This is an optimization exercise on Yosys and OpenROAD, whose aim is small area and a short achievable clock period, not a production implementation. Where RTL was checked, it was by simulation tests only, not by an equivalence proof against the original. No activity file was given, so power comes from the tool's default toggle rates.

==> flow/design.v <==
package spi_ram_pkg;
    localparam logic [1:0] WR_ADDR = 2'b00;
    localparam logic [1:0] WR_DATA = 2'b01;
    localparam logic [1:0] RD_ADDR = 2'b10;
    localparam logic [1:0] RD_DATA = 2'b11;
    typedef enum logic [1:0] {
        StIdle    = 2'b00,
        StWrReady = 2'b01,
        StRdReady = 2'b10
    } state_e;
endpackage
module spi_ram_mem #(
    parameter int unsigned MEM_DEPTH = 256,
    parameter int unsigned ADDR_SIZE = 8
) (
    input  logic                 clk,
    input  logic                 rst_n,
    input  logic                 we_i,
    input  logic [ADDR_SIZE-1:0] waddr_i,
    input  logic [7:0]           wdata_i,
    input  logic                 re_i,
    input  logic [ADDR_SIZE-1:0] raddr_i,
    output logic [7:0]           rdata_o
);
    logic [8*MEM_DEPTH-1:0] mem_q;
    logic [31:0]            cand_q;
    logic [7:0]             rdata_q;
    logic [15:0]          whi, wlo;
    logic [MEM_DEPTH-1:0] wsel;
    always_comb begin
        for (int i = 0; i < 16; i++) begin
            whi[i] = we_i && (waddr_i[7:4] == 4'(i));
            wlo[i] = (waddr_i[3:0] == 4'(i));
        end
        for (int r = 0; r < MEM_DEPTH; r++) wsel[r] = whi[r / 16] && wlo[r % 16];
    end
    always_ff @(posedge clk) begin
        for (int r = 0; r < MEM_DEPTH; r++)
            if (wsel[r]) mem_q[8*r +: 8] <= wdata_i;
    end
    logic [7:0]  s0, s1;
    logic [7:0]  l1 [32];
    logic [31:0] cand;
    always_comb begin
        for (int i = 0; i < 8; i++) begin
            s0[i] = (raddr_i[2:0] == 3'(i));
            s1[i] = (raddr_i[5:3] == 3'(i));
        end
        for (int g = 0; g < 32; g++) begin
            l1[g] = '0;
            for (int i = 0; i < 8; i++) l1[g] = l1[g] | ({8{s0[i]}} & mem_q[8*(8*g+i) +: 8]);
        end
        for (int c = 0; c < 4; c++) begin
            cand[8*c +: 8] = '0;
            for (int i = 0; i < 8; i++) cand[8*c +: 8] = cand[8*c +: 8] | ({8{s1[i]}} & l1[8*c+i]);
        end
    end
    always_ff @(posedge clk) cand_q <= cand;
    always_ff @(posedge clk) begin
        if (!rst_n)    rdata_q <= 8'h00;
        else if (re_i) rdata_q <= cand_q[8*raddr_i[7:6] +: 8];
    end
    assign rdata_o = rdata_q;
endmodule
module spi_ram_ctrl #(
    parameter int unsigned MEM_DEPTH = 256,
    parameter int unsigned ADDR_SIZE = 8
) (
    input  logic       clk,
    input  logic       rst_n,
    input  logic [9:0] din,
    input  logic       rx_valid,
    output logic [7:0] dout,
    output logic       tx_valid
    ,
    output logic       err
);
    logic                 rx_q;
    logic                 wr_rdy_q;
    logic                 rd_rdy_q;
    logic [ADDR_SIZE-1:0] wr_addr_q;
    logic [ADDR_SIZE-1:0] rd_addr_q;
    logic                 wpend_q;
    logic [7:0]           wdata_q;
    logic                 tx_valid_q;
    logic                 err_q;
    logic                 cmd_edge;
    logic [1:0]           opcode;
    logic                 wr_exec;
    logic                 rd_exec;
    logic                 cmd_illegal;
    always_comb begin
        cmd_edge = rst_n && rx_valid && !rx_q;
        opcode   = din[9:8];
        wr_exec     = cmd_edge && (opcode == spi_ram_pkg::WR_DATA) && wr_rdy_q;
        rd_exec     = cmd_edge && (opcode == spi_ram_pkg::RD_DATA) && rd_rdy_q;
        cmd_illegal = cmd_edge && (((opcode == spi_ram_pkg::WR_DATA) && !wr_rdy_q) ||
                                   ((opcode == spi_ram_pkg::RD_DATA) && !rd_rdy_q));
    end
    always_ff @(posedge clk) begin
        wdata_q <= din[7:0];
        wpend_q <= wr_exec;
    end
    always_ff @(posedge clk) begin
        if (!rst_n) begin
            rx_q       <= 1'b0;
            wr_rdy_q   <= 1'b0;
            rd_rdy_q   <= 1'b0;
            wr_addr_q  <= '0;
            rd_addr_q  <= '0;
            tx_valid_q <= 1'b0;
            err_q      <= 1'b0;
        end else begin
            rx_q       <= rx_valid;
            tx_valid_q <= rd_exec;
            if (wpend_q) wr_addr_q <= wr_addr_q + 1'b1;
            if (cmd_edge) begin
                case (opcode)
                    spi_ram_pkg::WR_ADDR: begin
                        wr_addr_q <= din[ADDR_SIZE-1:0];
                        wr_rdy_q  <= 1'b1;
                        rd_rdy_q  <= 1'b0;
                    end
                    spi_ram_pkg::RD_ADDR: begin
                        rd_addr_q <= din[ADDR_SIZE-1:0];
                        wr_rdy_q  <= 1'b0;
                        rd_rdy_q  <= 1'b1;
                    end
                    spi_ram_pkg::RD_DATA: begin
                        if (rd_exec) rd_rdy_q <= 1'b0;
                    end
                    default: ;
                endcase
            end
            if (cmd_illegal) err_q <= 1'b1;
        end
    end
    spi_ram_mem #(
        .MEM_DEPTH (MEM_DEPTH),
        .ADDR_SIZE (ADDR_SIZE)
    ) u_mem (
        .clk     (clk),
        .rst_n   (rst_n),
        .we_i    (wpend_q),
        .waddr_i (wr_addr_q),
        .wdata_i (wdata_q),
        .re_i    (rd_exec),
        .raddr_i (rd_addr_q),
        .rdata_o (dout)
    );
    assign tx_valid = tx_valid_q;
    assign err = err_q;
endmodule
clock: 4.5 ns
lec_check: 0
cap_margin: 20
core_margin: 2
core_utilization: 60
cts_buf_list: sky130_fd_sc_hd__clkbuf_16
cts_cluster_diameter: 60
cts_cluster_size: 20
place_density: 0.68
setup_slack_margin: 2.0
slew_margin: 20
run.sh (not shown) runs the stock make flow with config.mk's settings and CLKGATE_MAP_FILE= SYNTH_SCRIPT=/design/flow/synth_recipe.tcl, a recipe that flattens the netlist after the stock synthesis.
Change:
--- a/flow/design.v
+++ b/flow/design.v
@@ -20,5 +20,7 @@
     input  logic [7:0]           wdata_i,
     input  logic                 re_i,
-    input  logic [ADDR_SIZE-1:0] raddr_i,
+    input  logic [7:0]           rsel0_i,
+    input  logic [7:0]           rsel1_i,
+    input  logic [1:0]           rhi_i,
     output logic [7:0]           rdata_o
 );
@@ -39,19 +41,14 @@
             if (wsel[r]) mem_q[8*r +: 8] <= wdata_i;
     end
-    logic [7:0]  s0, s1;
     logic [7:0]  l1 [32];
     logic [31:0] cand;
     always_comb begin
-        for (int i = 0; i < 8; i++) begin
-            s0[i] = (raddr_i[2:0] == 3'(i));
-            s1[i] = (raddr_i[5:3] == 3'(i));
-        end
         for (int g = 0; g < 32; g++) begin
             l1[g] = '0;
-            for (int i = 0; i < 8; i++) l1[g] = l1[g] | ({8{s0[i]}} & mem_q[8*(8*g+i) +: 8]);
+            for (int i = 0; i < 8; i++) l1[g] = l1[g] | ({8{rsel0_i[i]}} & mem_q[8*(8*g+i) +: 8]);
         end
         for (int c = 0; c < 4; c++) begin
             cand[8*c +: 8] = '0;
-            for (int i = 0; i < 8; i++) cand[8*c +: 8] = cand[8*c +: 8] | ({8{s1[i]}} & l1[8*c+i]);
+            for (int i = 0; i < 8; i++) cand[8*c +: 8] = cand[8*c +: 8] | ({8{rsel1_i[i]}} & l1[8*c+i]);
         end
     end
@@ -59,5 +56,5 @@
     always_ff @(posedge clk) begin
         if (!rst_n)    rdata_q <= 8'h00;
-        else if (re_i) rdata_q <= cand_q[8*raddr_i[7:6] +: 8];
+        else if (re_i) rdata_q <= cand_q[8*rhi_i +: 8];
     end
     assign rdata_o = rdata_q;
@@ -80,5 +77,7 @@
     logic                 rd_rdy_q;
     logic [ADDR_SIZE-1:0] wr_addr_q;
-    logic [ADDR_SIZE-1:0] rd_addr_q;
+    logic [7:0]           rd_s0_q;
+    logic [7:0]           rd_s1_q;
+    logic [1:0]           rd_hi_q;
     logic                 wpend_q;
     logic [7:0]           wdata_q;
@@ -108,5 +107,7 @@
             rd_rdy_q   <= 1'b0;
             wr_addr_q  <= '0;
-            rd_addr_q  <= '0;
+            rd_s0_q    <= 8'h01;
+            rd_s1_q    <= 8'h01;
+            rd_hi_q    <= 2'b00;
             tx_valid_q <= 1'b0;
             err_q      <= 1'b0;
@@ -123,5 +124,7 @@
                     end
                     spi_ram_pkg::RD_ADDR: begin
-                        rd_addr_q <= din[ADDR_SIZE-1:0];
+                        rd_s0_q   <= 8'h01 << din[2:0];
+                        rd_s1_q   <= 8'h01 << din[5:3];
+                        rd_hi_q   <= din[7:6];
                         wr_rdy_q  <= 1'b0;
                         rd_rdy_q  <= 1'b1;
@@ -146,5 +149,7 @@
         .wdata_i (wdata_q),
         .re_i    (rd_exec),
-        .raddr_i (rd_addr_q),
+        .rsel0_i (rd_s0_q),
+        .rsel1_i (rd_s1_q),
+        .rhi_i   (rd_hi_q),
         .rdata_o (dout)
     );
=> First-iteration DRC count drops by about a fifth; cell count decreases by a little under a tenth; maximum frequency shrinks slightly; wire length shrinks by roughly a tenth; setup slack loses 49 ps; total power falls slightly; worst hold slack gains 12 ps; flip-flop and latch count came out higher by 10; via count shrinks by roughly a tenth; die area shrinks by a few percent; count of clock-buffer cells in the layout went up by 3; synthesized cell count came out lower by a few percent.
Function not checked in the first run of this note: the RTL went through the layout flow alone.

[separate check: timing with driven ports]
Ports are ideal in the flow. The routed layouts listed here were re-timed in OpenROAD. Step 1 assumes that a clkbuf_16 drives the clock port and a buf_2 every other input. Step 2 times the ports against the registers' clock, not the clock port: input delays grow and output delays shrink by t, the midpoint of the rising clock arrivals with the driver on. Slacks: no drivers / after step 1 / after step 2; pairs: no drivers / after step 1.
| run | shift t [ns] | slack for setup (ns) | worst setup path at the end | worst register clock-pin slew, ns |
|---|---|---|---|---|
| the first run | 0.878 | 1.807 / 1.807 / 1.309 | input to register | 0.09 / 0.09 |
| the second run | 0.869 | 1.758 / 1.758 / 1.349 | input to register | 0.08 / 0.08 |
After both steps setup and hold are still met in every run listed. For the first run, which loses most, drivers alone change the setup slack by 0.000 ns; drivers and shift together by -0.498 ns.
